Context: an optimization exercise on an open-source flow, tuned for small area, a short achievable clock period and few clock cycles per item. The choices shown serve that exercise and are no tape-out recipe. In this exercise RTL edits were held to simulation tests only and were not proved equivalent to the original. Power is estimated from default activity; no workload was simulated.

==> flow/design.v, too long to show whole: its modules and the start of the top module <==
// module matvec_engine: 2422 lines
module matvec_engine #(
  parameter int N          = 8,
  parameter int DATA_WIDTH = 8,
  parameter int ACC_WIDTH  = 2*DATA_WIDTH+$clog2(N),
  parameter int ADDR_WIDTH = 32
) (
  input  logic                      clk,
  input  logic                      rst_n,
  input  logic                      start,
  input  logic                      signed_mode,
  input  logic [ADDR_WIDTH-1:0]     base_addr,
  output logic [ADDR_WIDTH-1:0]     mm_address,
  output logic                      mm_read,
  input  logic [N*DATA_WIDTH-1:0]   mm_readdata,
  input  logic                      mm_readdatavalid,
  input  logic                      mm_waitrequest,
  output logic [N*ACC_WIDTH-1:0]    c_out,
  output logic                      busy,
  output logic                      done,
  output logic [1:0]                current_state
);
  // ...
==> flow/flow/run.sh <==
#!/bin/bash
set -uo pipefail
cd "$(dirname "$0")/.."
RES=orfs/results/${FLOW_PLATFORM:-sky130hd}/matvec_engine/base
MARGIN=6.8
bash standard.sh synth > flow_synth.log 2>&1 || exit 1
python3 flow/fapol.py $RES/1_2_yosys.v $RES/1_2_yosys.fapol.v > flow_fapol.log 2>&1 || exit 1
mv $RES/1_2_yosys.fapol.v $RES/1_2_yosys.v
rm -f $RES/1_synth.odb $RES/1_synth.sdc
bash standard.sh SETUP_SLACK_MARGIN=$MARGIN \
  "BUFFER_PORTS_ARGS=-buffer_cell sky130_fd_sc_hd__buf_1" \
  finish > flow_layout.log 2>&1
==> flow/flow/fapol.py <==
#!/usr/bin/env python3
"""Removes inverters around full-adder cells in a Yosys gate netlist.

A full adder is self-dual: inverting its three inputs inverts both outputs.
Yosys's extract_fa picks each adder's polarity on its own, which leaves an
inverter between many pairs of adders. This script picks, for every fa_* cell,
whether to use it as is or as its dual, so that fewer nets need an inverted
copy, then rebuilds the inverters: one inverter per net whose inverted value
is still needed. Only nets that do not touch a port are changed.

usage: fapol.py IN.v OUT.v
"""
import re
import sys
from collections import defaultdict

src = open(sys.argv[1]).read()
cell_re = re.compile(r'^(\s*)(sky130_fd_sc_hd__\w+)\s+(\S+)\s*\((.*?)\);\n', re.S | re.M)
pin_re = re.compile(r'\.(\w+)\(([^()]*)\)')
OUTS = {'X', 'Y', 'Q', 'Q_N', 'SUM', 'COUT', 'LO', 'HI', 'GCLK'}

cells = []
for m in cell_re.finditer(src):
    typ, name, body = m.group(2), m.group(3), m.group(4)
    pins = [(p, n.strip()) for p, n in pin_re.findall(body)]
    cells.append({'type': typ, 'name': name, 'pins': pins, 'span': m.span()})

ports = set()
hdr = src[:src.index(');')]
for w in re.findall(r'\b(\w+)\b', hdr):
    ports.add(w)
def is_port(net):
    base = net.split('[')[0].strip().lstrip('\\').strip()
    return base in ports

def esc(n):
    return n + ' ' if n.startswith('\\') else n

def is_inv(c):
    return re.match(r'sky130_fd_sc_hd__(inv|clkinv)_\d+$', c['type']) is not None
def is_fa(c):
    return re.match(r'sky130_fd_sc_hd__fa_\d+$', c['type']) is not None

driver = {}
loads = defaultdict(list)
for i, c in enumerate(cells):
    for p, n in c['pins']:
        if not n or n.startswith("1'"):
            continue
        if p in OUTS:
            driver[n] = (i, p)
        else:
            loads[n].append((i, p))

# signal classes: follow inverters back to a root net
def root_of(net):
    pol = 0
    seen = 0
    while net in driver and is_inv(cells[driver[net][0]]) and seen < 50:
        c = cells[driver[net][0]]
        net = dict(c['pins'])['A']
        pol ^= 1
        seen += 1
    return net, pol

members = defaultdict(list)   # root -> [(net, pol)]
for net in set(list(driver) + list(loads)):
    r, pol = root_of(net)
    members[r].append((net, pol))

# classes that may change: no member touches a port
frozen = set()
for r, mem in members.items():
    if any(is_port(n) for n, _ in mem) or is_port(r):
        frozen.add(r)

fa_idx = [i for i, c in enumerate(cells) if is_fa(c)]
flip = {i: 0 for i in fa_idx}

# requirement list per root: (cell, pin, pol) for every non-inverter load
reqs = defaultdict(list)
for r, mem in members.items():
    for n, pol in mem:
        for (ci, p) in loads.get(n, []):
            if is_inv(cells[ci]):
                continue
            reqs[r].append((ci, pol))

def root_flip(r):
    d = driver.get(r)
    if d and d[0] in flip:
        return flip[d[0]]
    return 0

def cost(r):
    if r in frozen:
        return 0
    phys = root_flip(r)
    return 1 if any((pol ^ flip.get(ci, 0)) != phys for ci, pol in reqs[r]) else 0

fa_roots = defaultdict(set)
for i in fa_idx:
    for p, n in cells[i]['pins']:
        if n in driver or n in loads:
            fa_roots[i].add(root_of(n)[0])

before = sum(cost(r) for r in members)
improved = True
passes = 0
while improved and passes < 50:
    improved = False
    passes += 1
    for i in fa_idx:
        rs = fa_roots[i]
        if any(r in frozen for r in rs):
            continue
        c0 = sum(cost(r) for r in rs)
        flip[i] ^= 1
        c1 = sum(cost(r) for r in rs)
        if c1 < c0:
            improved = True
        else:
            flip[i] ^= 1
after = sum(cost(r) for r in members)

# rebuild: drop inverters of changeable classes, add one per class in need
drop = set()
for r, mem in members.items():
    if r in frozen:
        continue
    for n, pol in mem:
        if n in driver and is_inv(cells[driver[n][0]]):
            drop.add(driver[n][0])

newwires = []
newcells = []
rename = {}   # (cell index, pin) -> net
cnt = 0
for r, mem in members.items():
    if r in frozen:
        continue
    phys = root_flip(r)
    invnet = None
    for n, pol in mem:
        for (ci, p) in loads.get(n, []):
            if ci in drop:
                continue
            want = pol ^ flip.get(ci, 0)
            if want == phys:
                rename[(ci, p)] = r
            else:
                if invnet is None:
                    cnt += 1
                    invnet = f'_fapol{cnt}_'
                    newwires.append(invnet)
                    newcells.append(f'  sky130_fd_sc_hd__inv_1 _fapol_inv{cnt}_ (\n    .A({esc(r)}),\n    .Y({invnet})\n  );\n')
                rename[(ci, p)] = invnet

out = []
pos = 0
for i, c in enumerate(cells):
    a, b = c['span']
    out.append(src[pos:a])
    pos = b
    if i in drop:
        continue
    pins = []
    for p, n in c['pins']:
        n2 = rename.get((i, p), n)
        pins.append(f'    .{p}({esc(n2)})')
    out.append(f"  {c['type']} {c['name']} (\n" + ',\n'.join(pins) + '\n  );\n')
out.append(src[pos:])
text = ''.join(out)
k = text.rindex('endmodule')
text = text[:k] + ''.join(newcells) + text[k:]
k = text.index(';', text.index('module ')) + 1
text = text[:k] + '\n' + ''.join(f'  wire {w};\n' for w in newwires) + text[k:]
open(sys.argv[2], 'w').write(text)
print(f'fapol: {len(fa_idx)} adders, {sum(flip.values())} flipped, '
      f'{len(drop)} inverters removed, {len(newcells)} added '
      f'(classes needing one: {before} -> {after})')
==> flow/standard.sh <==
#!/bin/bash
# synth_recipe.tcl (not shown) runs the flow's synth.tcl, then flattens the netlist and writes it again
# the make line also repeats each setting of config.mk as NAME=value (left out here)
make -C /OpenROAD-flow-scripts/flow DESIGN_CONFIG=/design/flow/config.mk WORK_HOME=/design/flow/orfs CLKGATE_MAP_FILE= SYNTH_SCRIPT=/design/flow/synth_recipe.tcl "${@:-finish}"
==> flow/config.mk <==
export PLATFORM = sky130hd
export DESIGN_NAME = matvec_engine
export DESIGN_NICKNAME = matvec_engine
export VERILOG_FILES = /design/flow/design.v
export SDC_FILE = /design/flow/constraint.sdc
export NUM_CORES = 4
export LEC_CHECK = 0
export CAP_MARGIN = 20
export CELL_PAD_IN_SITES_DETAIL_PLACEMENT = 1
export CELL_PAD_IN_SITES_GLOBAL_PLACEMENT = 1
export CORE_MARGIN = 2
export CORE_UTILIZATION = 50
export CTS_CLUSTER_DIAMETER = 80
export CTS_CLUSTER_SIZE = 24
export PLACE_DENSITY = 0.6
export SLEW_MARGIN = 20
==> flow/constraint.sdc <==
create_clock -name core_clock -period 10.0 [get_ports {clk}]
set_input_delay 2.0000 -clock core_clock [delete_from_list [all_inputs] [get_ports {clk}]]
set_output_delay 2.0000 -clock core_clock [all_outputs]
set_load 0.01 [all_outputs]
==> Flow_metrics.wiki, run 1 <==
{| class="wikitable"
! Metric !! Value
|-
| Outcome || finished clean
|-
| Layout cell share with drive strength beyond 1 || 8.857%
|-
| Syn_nets || 2972
|-
| Largest Register || r_c
|-
| R2R cell count || 5
|-
| Commonest cells after routing, fill and taps aside || dfxtp_1 (345), fa_1 (326), edfxtp_1 (297), a222oi_1 (296), inv_1 (237)
|-
| Leak pwr || 14.02 nW
|-
| Root Buffer Master || clkbuf_16
|-
| Flip-flop and latch power || 4.53 mW
|-
| Number of tapcells || 855
|-
| Count of max-cap constraint violations || 0
|-
| Fill cell instance count of the final layout || 6412
|-
| CP max stage cell || edfxtp_1
|-
| Critical path data required time || 8000 ps
|-
| Number of buffers and inverters on the critical path || 1
|-
| Hold path endpoint || q2_1270$_DFF_P_
|-
| Number of placed cells counting well taps || 3387
|-
| Highest signal layer in the routed design || met4
|-
| Detail-routed via count per cell || 6.122
|-
| Hold slack final || 337.1 ps
|-
| RR Endpoint || q2_1274$_DFF_P_
|-
| TNS Setup || 0 ps
|-
| Fraction of power spent switching nets || 41.83%
|-
| Height of the die || 258.1 um
|-
| Number of search-and-repair iterations in the first detailed-routing pass || 15
|-
| Internal Power || 7.752 mW
|-
| Top class by area || flip-flops and latches
|-
| Warnings, synthesis || 3
|-
| Buffers inserted by post-CTS timing repair || 46
|-
| Total Die Area || 0.06664 mm2
|-
| Global routing usage on met3 || 3.661%
|-
| Detail Route met3 WL || 7239 um
|-
| Transition time at the pin with the least slew margin || 1189 ps
|-
| Termination of the worst setup path || mm_address[19]
|-
| Clock latency at the later pin of the worst-skew pair || 600 ps
|-
| Nonclk buf count || 382
|-
| Total vias in the final route || 21685
|-
| Non-clock buffering overhead || 5.587%
|}
Testbench counts, summed over its fixed seeds: cycles 3,840, runs 256.
==> inputs of run 2 (changes only) <==
--- a/flow/flow/run.sh
+++ b/flow/flow/run.sh
@@ -2,7 +2,7 @@
 set -uo pipefail
 cd "$(dirname "$0")/.."
 RES=orfs/results/${FLOW_PLATFORM:-sky130hd}/matvec_engine/base
-MARGIN=6.8
+MARGIN=7.0
 bash standard.sh synth > flow_synth.log 2>&1 || exit 1
 python3 flow/fapol.py $RES/1_2_yosys.v $RES/1_2_yosys.fapol.v > flow_fapol.log 2>&1 || exit 1
 mv $RES/1_2_yosys.fapol.v $RES/1_2_yosys.v
--- a/flow/config.mk
+++ b/flow/config.mk
@@ -9,8 +9,8 @@
 export CELL_PAD_IN_SITES_DETAIL_PLACEMENT = 1
 export CELL_PAD_IN_SITES_GLOBAL_PLACEMENT = 1
 export CORE_MARGIN = 2
-export CORE_UTILIZATION = 50
-export CTS_CLUSTER_DIAMETER = 80
-export CTS_CLUSTER_SIZE = 24
-export PLACE_DENSITY = 0.6
+export CORE_UTILIZATION = 40
+export CTS_CLUSTER_DIAMETER = 100
+export CTS_CLUSTER_SIZE = 30
+export PLACE_DENSITY = 0.5
 export SLEW_MARGIN = 20
==> Flow_metrics.wiki, run 2 <==
{| class="wikitable"
! Metric !! Value
|-
| Outcome || finished clean
|-
| Count of endpoints failing setup in the final report || 0
|-
| Wire length of the first global-routing pass || 153100 um
|-
| Worst-path cell chain || clkbuf_2
|-
| Post-route cell area || 0.03755 mm2
|-
| Critical path data arrival time || 1250 ps
|-
| Height of the die || 288.1 um (+12%)
|-
| Total global-route track usage || 24.99%
|-
| IO Pins || 291
|-
| RR Endpoint || r_addr[31]$_DFFE_PP_
|-
| Final clock period utilization by the worst path || 32.53%
|-
| Detail-routed via count per cell || 5.675 (-7.3%)
|-
| R2R cell count || 8 (+3)
|-
| Setup slack of the worst register-to-register path || 6940 ps
|-
| Hold slack final || 341.1 ps (+3.950 ps)
|-
| Unrepaired setup endpoints after global routing || true
|-
| Maximum number of pins on one net before global-route repair || 89
|-
| Cell Rows || 104
|-
| Worst Path Max Fanout || 2
|-
| Width of the chip || 288.1 um
|-
| Number of levels in the clock H-tree || 2
|-
| Post-layout power || 13.89 mW
|-
| Most common cell after layout, fill and taps aside || dfxtp_1
|-
| Minimum clock period || 3253 ps
|-
| Antenna Cells || 0
|-
| Total Die Area || 0.08302 mm2 (+25%)
|-
| Placement-stage cell area || 0.03399 mm2
|-
| Vias in the first global route || 23169
|-
| Pins over their slew limit || 0
|-
| Layout cell share with drive strength beyond 1 || 19.54% (+11 points)
|-
| Leak pwr || 15.07 nW (+7.5%)
|-
| GRT Residual Overflow || 0
|-
| Count of clock tree sinks || 652
|-
| Root Buffer Master || clkbuf_16
|-
| Number of placed cells counting well taps || 3593 (+6.1%)
|-
| Effective utilization at floorplan || 40.22%
|-
| DRC violations left || 0
|-
| Number of buffers created by CTS || 36
|-
| CP Depth || 1
|-
| Critical path data required time || 8000 ps (about the same)
|-
| Smallest setup slack after layout || 6747 ps
|-
| Clk slew on worst S/H paths || 110 ps
|-
| Total vias in the final route || 21964 (+1.3%)
|-
| CP max stage cell || edfxtp_1
|-
| Initial drt markers || 3510
|-
| Startpoint class of the critical path || flip-flop
|-
| TritonCTS clock tree || done
|-
| Worst setup path startpoint || r_addr[2]$_DFFE_PP_
|-
| Avg Synthesized Cell Area || 13.12 um2
|-
| VDD IR max || 0.0004720 V
|-
| Residual antenna-violating net count after detailed routing || 0
|-
| Cell family with the largest share of critical-path delay || flip-flops
|-
| Hold path start || q1_725$_DFF_P_
|-
| Fill cell instance count of the final layout || 8216 (+28%)
|-
| Max incr delay on CP || 480 ps
|-
| Area used by sequential logic in the layout || 0.01611 mm2
|-
| Largest Register || r_c
|-
| TNS Setup || 0 ps (unchanged)
|-
| Avg WL per Cell || 27.39 um
|-
| Crit. End Element || output port
|-
| Detailed placement HPWL || 79130 um
|-
| Start-to-end type of the worst setup path || flip-flop to output port
|-
| Warnings, synthesis || 3 (unchanged)
|-
| Hold bufs inserted after CTS || 0
|-
| Beginning of the worst register-to-register path || r_addr[18]$_DFFE_PP_
|-
| Core Util, Final || 46.77%
|-
| Total power per unit cell area || 370.0 mW/mm2
|-
| Count of port buffers added during placement || 289
|-
| Number of cells produced by synthesis || 2462
|-
| Post-placement setup slack || 5640 ps
|-
| Synth Cell Area || 0.03229 mm2
|-
| Achievable clock frequency || 307.4 MHz
|-
| Max_slew headroom || 22.18%
|-
| Largest buffer count on any clock path || 3
|-
| Count of non-filler cells in the finished layout || 3870
|-
| Termination of the worst setup path || mm_address[2]
|-
| Transition time at the pin with the least slew margin || 1167 ps (-21.94 ps)
|-
| Number of flip-flops under the largest register name || 152
|-
| Clock latency at the later pin of the worst-skew pair || 610 ps (about the same)
|-
| Number of endpoints with negative hold slack in the final report || 0
|-
| Skew final || 34.36 ps
|-
| Post-layout nets || 3292
|-
| Syn_nets || 2972 (unchanged)
|-
| Total detailed-routing wirelength || 106000 um
|-
| Growth of design area from synthesis to finish || 16.27%
|-
| Registers with the highest flip-flop counts || r_c x152, r_b x64, r_s x40
|-
| Number of buffers and inverters on the critical path || 1 (unchanged)
|-
| Multi-input gate area in the final layout || 0.01472 mm2
|-
| Commonest cells after routing, fill and taps aside || dfxtp_1 (329), edfxtp_1 (297), a222oi_1 (296), fa_1 (296), inv_1 (237)
|-
| Count of max-cap constraint violations || 0 (unchanged)
|-
| Number of search-and-repair iterations in the first detailed-routing pass || 14 (-1)
|-
| Core area || 0.08029 mm2
|-
| Hold WC Path Type || flip-flop to flip-flop
|-
| Gpl congestion || 0.8576
|-
| Initial antenna violation count || 2
|}
[run 2: changes by cell type in the layout (fill, tap and decap cells not counted), sizes merged]
| cell | previous run | this run |
|---|---|---|
| clkbuf | 84 | 177 |
| buf | 349 | 374 |
| clkinv | 7 | 10 |
| clkinvlp | 0 | 1 |
| inv | 247 | 248 |
[run 2: where the power goes]
part           internal, mW  switching, mW
Combinational          3.41           4.11
Clock                 0.807           1.04
Sequential             3.85          0.677
[run 2: timing repair]
action,CTS,global route
setup buffers,109,102
gates resized for setup,81,228
endpoints found under the hold margin,0,0
endpoints found under the setup margin,270,223
pin swaps,13,49
[run 2: final cells by class]
| class | instances | area share (%) |
|---|---|---|
| Multi-Input combinational cell | 1347 | 39.19 |
| Inverter | 237 | 2.369 |
| Timing Repair Buffer | 508 | 8.401 |
| Tap cell | 1060 | 3.532 |
| Sequential cell | 652 | 42.90 |
| Clock inverter | 23 | 1.003 |
| Clock buffer | 43 | 2.609 |
[run 2: how the worst min path moves through the flow]
stage / depth (start not counted) / endpoint
after global placement: 0 / q2_1270$_DFF_P_
after detailed placement: 0 / q2_1270$_DFF_P_
after floorplan: 0 / q2_1270$_DFF_P_
after global routing: 0 / q2_1270$_DFF_P_
final: 0 / q2_1270$_DFF_P_
after CTS: 0 / q2_1270$_DFF_P_
[run 2: routing by layer]
| metal | track usage, % | part of all wire (%) | routed length (um) | vias to the layer above |
|---|---|---|---|---|
| li1 | - | - | - | 9533 |
| met1 | 30.99 | 39 | 41100 | 11262 |
| met2 | 45.26 | 51 | 54360 | 983 |
| met3 | 2.773 | 6.1 | 6510 | 186 |
| met4 | 8.381 | 3.8 | 4024 | 0 |
| met5 | 0 | 0 | 0 | - |

static timing again, ports no longer ideal:
The flow's constraints put no driver on any port. The routed layouts listed below were extracted and timed again, unchanged, in two steps. Step 1 (the two cells are an assumption about what drives the block):
set clk [get_ports {clk}]
set_driving_cell -lib_cell sky130_fd_sc_hd__clkbuf_16 $clk
set_driving_cell -lib_cell sky130_fd_sc_hd__buf_2 [delete_from_list [all_inputs] $clk]
Step 2, shift: input delay + t, output delay - t, t = (earliest + latest rising clock arrival at the registers) / 2. This alone moves slack from input paths to output paths. Slacks: ideal / step 1 / step 2; pairs: ideal / step 1.
run | t (ns) | setup slack, ns | pins driven straight from the clock port
run 1 | 0.654 | 6.736 / 6.669 / 6.273 | 1
run 2 | 0.668 | 6.747 / 6.676 / 6.319 | 1
After both steps setup and hold are still met in every run listed. The setup slack of run 1, which loses most, moves by -0.067 ns with the drivers and by -0.463 ns with both steps.
